This is an optimization exercise on Yosys and OpenROAD, whose aim is small area and few clock cycles, not a production implementation. Only simulation tests tie the RTL to the original design; equivalence was not proved.

==> flow/design.v <==
package spq_pkg;
   localparam int NOTE_W    = 7;
   localparam int PATTERN_W = 36;
   localparam int COUNT_W   = 4;
   localparam int CSR_IDX_W = 2;
   localparam int CSR_W     = PATTERN_W;
   localparam int STEPS     = 12;
   localparam int LEAD_W    = NOTE_W + 3;
   localparam logic [NOTE_W-1:0]  LOWEST_RESET  = 7'd24;
   localparam logic [COUNT_W-1:0] COUNT_RESET   = 4'd7;
   localparam logic [2*STEPS-1:0] STEPS_RESET   = 24'h000545;
   localparam logic [CSR_IDX_W-1:0] CSR_BASE_NOTE    = 2'd0;
   localparam logic [CSR_IDX_W-1:0] CSR_STEP_COUNT   = 2'd1;
   localparam logic [CSR_IDX_W-1:0] CSR_STEP_PATTERN = 2'd2;
endpackage
import spq_pkg::*;
module spq_fifo
#(
   parameter int WIDTH = NOTE_W
) (
   input  logic             clock,
   input  logic             reset,
   input  logic             push,
   input  logic [WIDTH-1:0] push_data,
   input  logic             pop,
   output logic [WIDTH-1:0] pop_data,
   output logic             full,
   output logic             empty
);
   logic [WIDTH-1:0] slot0_ff, slot1_ff;
   logic             valid0_ff, valid1_ff;
   logic             do_push;
   logic             do_pop;
   assign do_push = push && !valid1_ff;
   assign do_pop  = pop && valid0_ff;
   always_ff @(posedge clock) begin
      if (reset) begin
         valid0_ff <= 1'b0;
         valid1_ff <= 1'b0;
      end else begin
         valid0_ff <= valid1_ff || do_push || (valid0_ff && !do_pop);
         valid1_ff <= (valid1_ff && !do_pop) || (do_push && valid0_ff && !do_pop);
      end
      if (do_pop && valid1_ff) begin
         slot0_ff <= slot1_ff;
      end else if (do_push && (!valid0_ff || do_pop)) begin
         slot0_ff <= push_data;
      end
      if (do_push) begin
         slot1_ff <= push_data;
      end
   end
   assign pop_data = slot0_ff;
   assign full     = valid1_ff;
   assign empty    = !valid0_ff;
endmodule
import spq_pkg::*;
module spq_note_lookup
#(
   parameter int SPLIT = 2
) (
   input  logic                  clock,
   input  logic                  reset,
   input  logic [NOTE_W-1:0]     lowest,
   input  logic                  octave,
   input  logic [2*STEPS-1:0]    steps,
   input  logic [STEPS/2-1:0][5:0] odd,
   input  logic [5:0]            period,
   input  logic                  key_take,
   input  logic [NOTE_W-1:0]     key_in,
   input  logic                  note_take,
   output logic                  key_valid,
   output logic                  note_valid,
   output logic [LEAD_W-1:0]     lead,
   input  logic [LEAD_W-1:0]     head,
   output logic [NOTE_W-1:0]     note
);
   logic [NOTE_W-1:0] key;
   logic              key_valid_ff;
   logic              key_move;
   logic [NOTE_W-1:0] key_c;
   logic [NOTE_W-1:0] above;
   logic              below;
   logic [NOTE_W-1:0] base_in;
   logic [NOTE_W-1:0] part_in;
   logic [NOTE_W-1:0] base_ff;
   logic [NOTE_W-1:0] part_ff;
   logic              valid_ff;
   logic [NOTE_W-1:0] rem;
   logic [STEPS/2-1:0] past;
   logic [STEPS/2:0]  hit;
   logic [1:0]        pos_lo;
   logic [1:0]        step_m1;
   logic [3:0]        into;
   logic [3:0]        size;
   logic              up;
   logic [NOTE_W:0]   lower;
   logic [NOTE_W:0]   upper;
   function automatic logic [NOTE_W-1:0] reduce(input logic [NOTE_W-1:0] part,
                                                input logic [5:0] per, input int i);
      logic [NOTE_W-1:0] diff;
      logic              bw;
      logic              x;
      logic              y;
      logic              fits;
      bw   = 1'b0;
      diff = part;
      fits = 1'b1;
      for (int b = 0; b < NOTE_W; b++) begin
         if (b >= i) begin
            x       = part[b];
            y       = (b - i < 6) ? per[(b - i) % 6] : 1'b0;
            diff[b] = x ^ y ^ bw;
            bw      = (!x & y) | (bw & !(x ^ y));
         end
      end
      for (int b = 0; b < 6; b++) begin
         if (b + i >= NOTE_W) begin
            fits = fits & !per[b];
         end
      end
      reduce = (fits && !bw) ? diff : part;
   endfunction
   always_comb begin
      logic bw;
      key_c = {key[6:1], key[0] & !(&key[6:1])};
      bw    = 1'b0;
      for (int b = 0; b < NOTE_W; b++) begin
         above[b] = key_c[b] ^ lowest[b] ^ bw;
         bw       = (!key_c[b] & lowest[b]) | (bw & !(key_c[b] ^ lowest[b]));
      end
      below   = bw || (above == '0);
      base_in = below ? lowest : key_c;
      part_in = below ? '0 : above;
      for (int i = NOTE_W - 1; i >= SPLIT; i--) begin
         part_in = reduce(part_in, period, i);
      end
   end
   assign key_move = key_valid_ff && (!valid_ff || note_take);
   always_ff @(posedge clock) begin
      if (reset) begin
         key_valid_ff <= 1'b0;
         valid_ff     <= 1'b0;
      end else begin
         key_valid_ff <= key_take || (key_valid_ff && !key_move);
         valid_ff     <= key_move || (valid_ff && !note_take);
      end
      if (key_take) begin
         key <= key_in;
      end
      if (key_move) begin
         base_ff <= base_in;
         part_ff <= part_in;
      end
   end
   always_comb begin
      logic bw;
      logic [2:0] off;
      logic [1:0] m_a;
      logic [1:0] m_b;
      logic [2:0] base3;
      rem = part_ff;
      for (int i = SPLIT - 1; i >= 0; i--) begin
         rem = reduce(rem, period, i);
      end
      for (int k = 0; k < STEPS / 2; k++) begin
         bw = 1'b0;
         for (int b = 0; b < 6; b++) begin
            bw = (!rem[b] & odd[k][b]) | (!rem[b] & bw) | (odd[k][b] & bw);
         end
         past[k] = !bw;
      end
      hit[0] = !past[0];
      for (int k = 0; k < STEPS / 2; k++) begin
         hit[k+1] = past[k] && ((k == STEPS / 2 - 1) || !past[(k + 1) % (STEPS / 2)]);
      end
      base3 = '0;
      m_a   = hit[0] ? steps[1:0] : 2'b0;
      m_b   = '0;
      for (int k = 0; k < STEPS / 2; k++) begin
         base3 = base3 | (hit[k+1] ? odd[k][2:0] : 3'b0);
         m_a   = m_a | (hit[k+1] ? steps[2*(2*k+1) +: 2] : 2'b0);
         if (k < STEPS / 2 - 1) begin
            m_b = m_b | (hit[k+1] ? steps[2*(2*k+2) +: 2] : 2'b0);
         end
      end
      off = rem[2:0] - base3;
      if (!hit[0] && (off > {1'b0, m_a})) begin
         pos_lo  = off[1:0] - m_a - 2'd1;
         step_m1 = m_b;
      end else begin
         pos_lo  = off[1:0];
         step_m1 = m_a;
      end
   end
   always_comb begin
      if (octave) begin
         into = rem[3:0];
         up   = (rem[3:0] >= 4'd6);
      end else begin
         into = {2'b0, pos_lo};
         up   = ({into[1:0], 1'b0} > {1'b0, step_m1});
      end
      lower = {1'b0, base_ff} - {4'b0, into};
      lead  = {up, step_m1, lower[NOTE_W-1:0]};
   end
   always_comb begin
      size  = octave ? 4'd12 : {2'b0, head[NOTE_W +: 2]} + 4'd1;
      upper = {1'b0, head[NOTE_W-1:0]} + {4'b0, size};
      if (head[LEAD_W-1] && upper < 8'd127) begin
         note = upper[NOTE_W-1:0];
      end else begin
         note = head[NOTE_W-1:0];
      end
   end
   assign key_valid  = key_valid_ff;
   assign note_valid = valid_ff;
endmodule
import spq_pkg::*;
module spq_scale_builder
(
   input  logic                  clock,
   input  logic                  reset,
   input  logic                  csr_we,
   input  logic [CSR_IDX_W-1:0]  csr_index,
   input  logic [CSR_W-1:0]      csr_wdata,
   output logic [NOTE_W-1:0]     lowest,
   output logic                  octave,
   output logic [2*STEPS-1:0]    steps,
   output logic [STEPS/2-1:0][5:0] odd,
   output logic [5:0]            period
);
   logic [COUNT_W-1:0]      count;
   logic [NOTE_W-1:0]       base_w;
   logic [NOTE_W-1:0]       lowest_w;
   logic [COUNT_W-1:0]      count_w;
   logic [2*STEPS-1:0]      steps_w;
   logic [STEPS-1:0][3:0]   size;
   logic [STEPS/2-1:0][5:0] pair;
   logic [5:0]              sum_all;
   always_comb begin
      base_w = csr_wdata[NOTE_W-1:0];
      if (base_w >= 7'd21) begin
         lowest_w = base_w;
      end else if (base_w >= 7'd9) begin
         lowest_w = base_w + 7'd12;
      end else begin
         lowest_w = base_w + 7'd24;
      end
      count_w = (csr_wdata[3:0] > 4'd12) ? 4'd12 : csr_wdata[3:0];
      for (int i = 0; i < STEPS; i++) begin
         unique case (csr_wdata[3*i +: 3])
            3'd2:    steps_w[2*i +: 2] = 2'd1;
            3'd3:    steps_w[2*i +: 2] = 2'd2;
            3'd4:    steps_w[2*i +: 2] = 2'd3;
            default: steps_w[2*i +: 2] = 2'd0;
         endcase
      end
   end
   always_ff @(posedge clock) begin
      if (reset) begin
         lowest <= LOWEST_RESET;
         count  <= COUNT_RESET;
         steps  <= STEPS_RESET;
      end else if (csr_we) begin
         unique case (csr_index)
            CSR_BASE_NOTE:    lowest <= lowest_w;
            CSR_STEP_COUNT:   count  <= count_w;
            CSR_STEP_PATTERN: steps  <= steps_w;
            default: ;
         endcase
      end
   end
   assign octave = (count == '0);
   always_comb begin
      for (int i = 0; i < STEPS; i++) begin
         if (COUNT_W'(i) < count) begin
            size[i] = {1'b0, steps[2*i+1] & steps[2*i], steps[2*i+1] ^ steps[2*i], !steps[2*i]};
         end else begin
            size[i] = 4'd0;
         end
      end
      if (octave) begin
         size[0] = 4'd12;
      end
   end
   function automatic logic [5:0] add6(input logic [5:0] a, input logic [5:0] b,
                                       input int w);
      logic cy;
      logic x;
      logic y;
      cy   = 1'b0;
      add6 = '0;
      for (int k = 0; k < 6; k++) begin
         if (k < w) begin
            x       = a[k];
            y       = b[k];
            add6[k] = x ^ y ^ cy;
            cy      = (x & y) | (cy & (x ^ y));
         end
      end
   endfunction
   always_comb begin
      odd[0] = {2'b0, size[0]};
      for (int k = 1; k < STEPS / 2; k++) begin
         pair[k]  = add6({2'b0, size[2*k-1]}, {2'b0, size[2*k]}, 4);
         odd[k]   = add6(odd[k-1], pair[k], (k < 2) ? 4 : (k < 4) ? 5 : 6);
      end
      pair[0] = '0;
      sum_all = add6(odd[STEPS/2-1], {2'b0, size[STEPS-1]}, 6);
   end
   always_ff @(posedge clock) begin
      if (reset) begin
         period <= 6'd12;
      end else begin
         period <= sum_all;
      end
   end
endmodule
import spq_pkg::*;
module scale_pitch_quantizer_core
(
   input  logic                 clock,
   input  logic                 reset,
   input  logic                 req_push,
   output logic                 req_full,
   input  logic [NOTE_W-1:0]    req_key,
   output logic                 rsp_empty,
   input  logic                 rsp_pop,
   output logic [NOTE_W-1:0]    rsp_scale_note,
   input  logic                 csr_we,
   input  logic [CSR_IDX_W-1:0] csr_index,
   input  logic [CSR_W-1:0]     csr_wdata
);
   logic [NOTE_W-1:0]  lowest;
   logic               octave;
   logic [2*STEPS-1:0] steps;
   logic [STEPS/2-1:0][5:0] odd;
   logic [5:0]         period;
   logic               key_take;
   logic               note_valid;
   logic               note_take;
   logic [LEAD_W-1:0]  lead;
   logic [LEAD_W-1:0]  head;
   logic               rsp_full;
   logic               key_valid;
   spq_scale_builder u_builder (
      .clock     (clock),
      .reset     (reset),
      .csr_we    (csr_we),
      .csr_index (csr_index),
      .csr_wdata (csr_wdata),
      .lowest    (lowest),
      .octave    (octave),
      .steps     (steps),
      .odd       (odd),
      .period    (period)
   );
   assign req_full  = key_valid && note_valid && rsp_full;
   assign key_take  = req_push && !req_full;
   assign note_take = note_valid && !rsp_full;
   spq_note_lookup u_lookup (
      .clock      (clock),
      .reset      (reset),
      .lowest     (lowest),
      .octave     (octave),
      .steps      (steps),
      .odd        (odd),
      .period     (period),
      .key_take   (key_take),
      .key_in     (req_key),
      .note_take  (note_take),
      .key_valid  (key_valid),
      .note_valid (note_valid),
      .lead       (lead),
      .head       (head),
      .note       (rsp_scale_note)
   );
   spq_fifo #(
      .WIDTH (LEAD_W)
   ) u_rsp_queue (
      .clock     (clock),
      .reset     (reset),
      .push      (note_take),
      .push_data (lead),
      .pop       (rsp_pop),
      .pop_data  (head),
      .full      (rsp_full),
      .empty     (rsp_empty)
   );
endmodule
make LEC_CHECK=0 ABC_AREA=1 CAP_MARGIN=20 CORE_MARGIN=2 CORE_UTILIZATION=40 SLEW_MARGIN=20 finish   # period 10.0 ns
run.sh (not shown) runs the stock make flow with config.mk's settings and CLKGATE_MAP_FILE= SYNTH_SCRIPT=/design/flow/synth_recipe.tcl, a recipe that flattens the netlist after the stock synthesis.
The first run produced a clean layout.
Testbench counts at the start, summed over its fixed seeds: cycles 9,830.
Rerun with:
--- a/flow/design.v
+++ b/flow/design.v
@@ -65,5 +65,5 @@
    input  logic                  octave,
    input  logic [2*STEPS-1:0]    steps,
-   input  logic [STEPS/2-1:0][5:0] odd,
+   input  logic [STEPS/2-2:0][5:0] even,
    input  logic [5:0]            period,
    input  logic                  key_take,
@@ -88,6 +88,6 @@
    logic              valid_ff;
    logic [NOTE_W-1:0] rem;
-   logic [STEPS/2-1:0] past;
-   logic [STEPS/2:0]  hit;
+   logic [STEPS/2-2:0] past;
+   logic [STEPS/2-1:0] hit;
    logic [1:0]        pos_lo;
    logic [1:0]        step_m1;
@@ -124,5 +124,5 @@
    always_comb begin
       logic bw;
-      key_c = {key[6:1], key[0] & !(&key[6:1])};
+      key_c = key;
       bw    = 1'b0;
       for (int b = 0; b < NOTE_W; b++) begin
@@ -130,5 +130,5 @@
          bw       = (!key_c[b] & lowest[b]) | (bw & !(key_c[b] ^ lowest[b]));
       end
-      below   = bw || (above == '0);
+      below   = bw;
       base_in = below ? lowest : key_c;
       part_in = below ? '0 : above;
@@ -147,5 +147,5 @@
       end
       if (key_take) begin
-         key <= key_in;
+         key <= {key_in[6:1], key_in[0] & !(&key_in[6:1])};
       end
       if (key_move) begin
@@ -164,27 +164,27 @@
          rem = reduce(rem, period, i);
       end
-      for (int k = 0; k < STEPS / 2; k++) begin
+      for (int k = 0; k < STEPS / 2 - 1; k++) begin
          bw = 1'b0;
          for (int b = 0; b < 6; b++) begin
-            bw = (!rem[b] & odd[k][b]) | (!rem[b] & bw) | (odd[k][b] & bw);
+            bw = (!rem[b] & even[k][b]) | (!rem[b] & bw) | (even[k][b] & bw);
          end
          past[k] = !bw;
       end
       hit[0] = !past[0];
-      for (int k = 0; k < STEPS / 2; k++) begin
-         hit[k+1] = past[k] && ((k == STEPS / 2 - 1) || !past[(k + 1) % (STEPS / 2)]);
+      for (int k = 1; k < STEPS / 2; k++) begin
+         hit[k] = past[k-1] && ((k == STEPS / 2 - 1) || !past[k % (STEPS / 2 - 1)]);
       end
       base3 = '0;
-      m_a   = hit[0] ? steps[1:0] : 2'b0;
+      m_a   = '0;
       m_b   = '0;
       for (int k = 0; k < STEPS / 2; k++) begin
-         base3 = base3 | (hit[k+1] ? odd[k][2:0] : 3'b0);
-         m_a   = m_a | (hit[k+1] ? steps[2*(2*k+1) +: 2] : 2'b0);
-         if (k < STEPS / 2 - 1) begin
-            m_b = m_b | (hit[k+1] ? steps[2*(2*k+2) +: 2] : 2'b0);
+         if (k > 0) begin
+            base3 = base3 | (hit[k] ? even[(k + STEPS / 2 - 2) % (STEPS / 2 - 1)][2:0] : 3'b0);
          end
+         m_a = m_a | (hit[k] ? steps[4*k +: 2] : 2'b0);
+         m_b = m_b | (hit[k] ? steps[4*k+2 +: 2] : 2'b0);
       end
       off = rem[2:0] - base3;
-      if (!hit[0] && (off > {1'b0, m_a})) begin
+      if (off > {1'b0, m_a}) begin
          pos_lo  = off[1:0] - m_a - 2'd1;
          step_m1 = m_b;
@@ -228,5 +228,5 @@
    output logic                  octave,
    output logic [2*STEPS-1:0]    steps,
-   output logic [STEPS/2-1:0][5:0] odd,
+   output logic [STEPS/2-2:0][5:0] even,
    output logic [5:0]            period
 );
@@ -234,5 +234,4 @@
    logic [NOTE_W-1:0]       base_w;
    logic [NOTE_W-1:0]       lowest_w;
-   logic [COUNT_W-1:0]      count_w;
    logic [2*STEPS-1:0]      steps_w;
    logic [STEPS-1:0][3:0]   size;
@@ -248,5 +247,4 @@
          lowest_w = base_w + 7'd24;
       end
-      count_w = (csr_wdata[3:0] > 4'd12) ? 4'd12 : csr_wdata[3:0];
       for (int i = 0; i < STEPS; i++) begin
          unique case (csr_wdata[3*i +: 3])
@@ -266,5 +264,5 @@
          unique case (csr_index)
             CSR_BASE_NOTE:    lowest <= lowest_w;
-            CSR_STEP_COUNT:   count  <= count_w;
+            CSR_STEP_COUNT:   count  <= csr_wdata[COUNT_W-1:0];
             CSR_STEP_PATTERN: steps  <= steps_w;
             default: ;
@@ -302,11 +300,12 @@
    endfunction
    always_comb begin
-      odd[0] = {2'b0, size[0]};
-      for (int k = 1; k < STEPS / 2; k++) begin
-         pair[k]  = add6({2'b0, size[2*k-1]}, {2'b0, size[2*k]}, 4);
-         odd[k]   = add6(odd[k-1], pair[k], (k < 2) ? 4 : (k < 4) ? 5 : 6);
+      for (int k = 0; k < STEPS / 2; k++) begin
+         pair[k] = add6({2'b0, size[2*k]}, {2'b0, size[2*k+1]}, 4);
+      end
+      even[0] = pair[0];
+      for (int k = 1; k < STEPS / 2 - 1; k++) begin
+         even[k] = add6(even[k-1], pair[k], (k < 3) ? 5 : 6);
       end
-      pair[0] = '0;
-      sum_all = add6(odd[STEPS/2-1], {2'b0, size[STEPS-1]}, 6);
+      sum_all = add6(even[STEPS/2-2], pair[STEPS/2-1], 6);
    end
    always_ff @(posedge clock) begin
@@ -336,5 +335,5 @@
    logic               octave;
    logic [2*STEPS-1:0] steps;
-   logic [STEPS/2-1:0][5:0] odd;
+   logic [STEPS/2-2:0][5:0] even;
    logic [5:0]         period;
    logic               key_take;
@@ -354,5 +353,5 @@
       .octave    (octave),
       .steps     (steps),
-      .odd       (odd),
+      .even      (even),
       .period    (period)
    );
@@ -366,5 +365,5 @@
       .octave     (octave),
       .steps      (steps),
-      .odd        (odd),
+      .even       (even),
       .period     (period),
       .key_take   (key_take),
The new run finished clean; utilization is lower by 2.3 points; sequential cell count is unchanged; count of clock-buffer cells in the layout goes up by 2; maximum frequency falls by 0.60%; die area went down by about 1%; final cell count drops by 5.8%.
Testbench counts after the change, summed over its fixed seeds: cycles 9,830.

-- static timing again, ports no longer ideal --
The flow's constraints put no driver on any port. The routed layouts listed below were extracted and timed again, unchanged, in two steps. Step 1 assumes that a clkbuf_16 drives the clock port and a buf_2 every other input. Step 2 moves the port delays by t, midway between the first and last clock arrival at a register: inputs arrive t later, outputs are due t later. That takes back most of the time a late clock gives input paths. Slacks: no drivers / after step 1 / after step 2; pairs: no drivers / after step 1.
| run | shift t [ns] | setup slack, ns | worst hold slack (ns) | pins driven straight from the clock port |
|---|---|---|---|---|
| the first run | 0.388 | 0.491 / 0.491 / 0.491 | 0.477 / 0.477 / 0.477 | 1 |
| the second run | 0.383 | 0.433 / 0.433 / 0.433 | 0.495 / 0.495 / 0.495 | 1 |
After both steps every run listed still meets setup and hold.
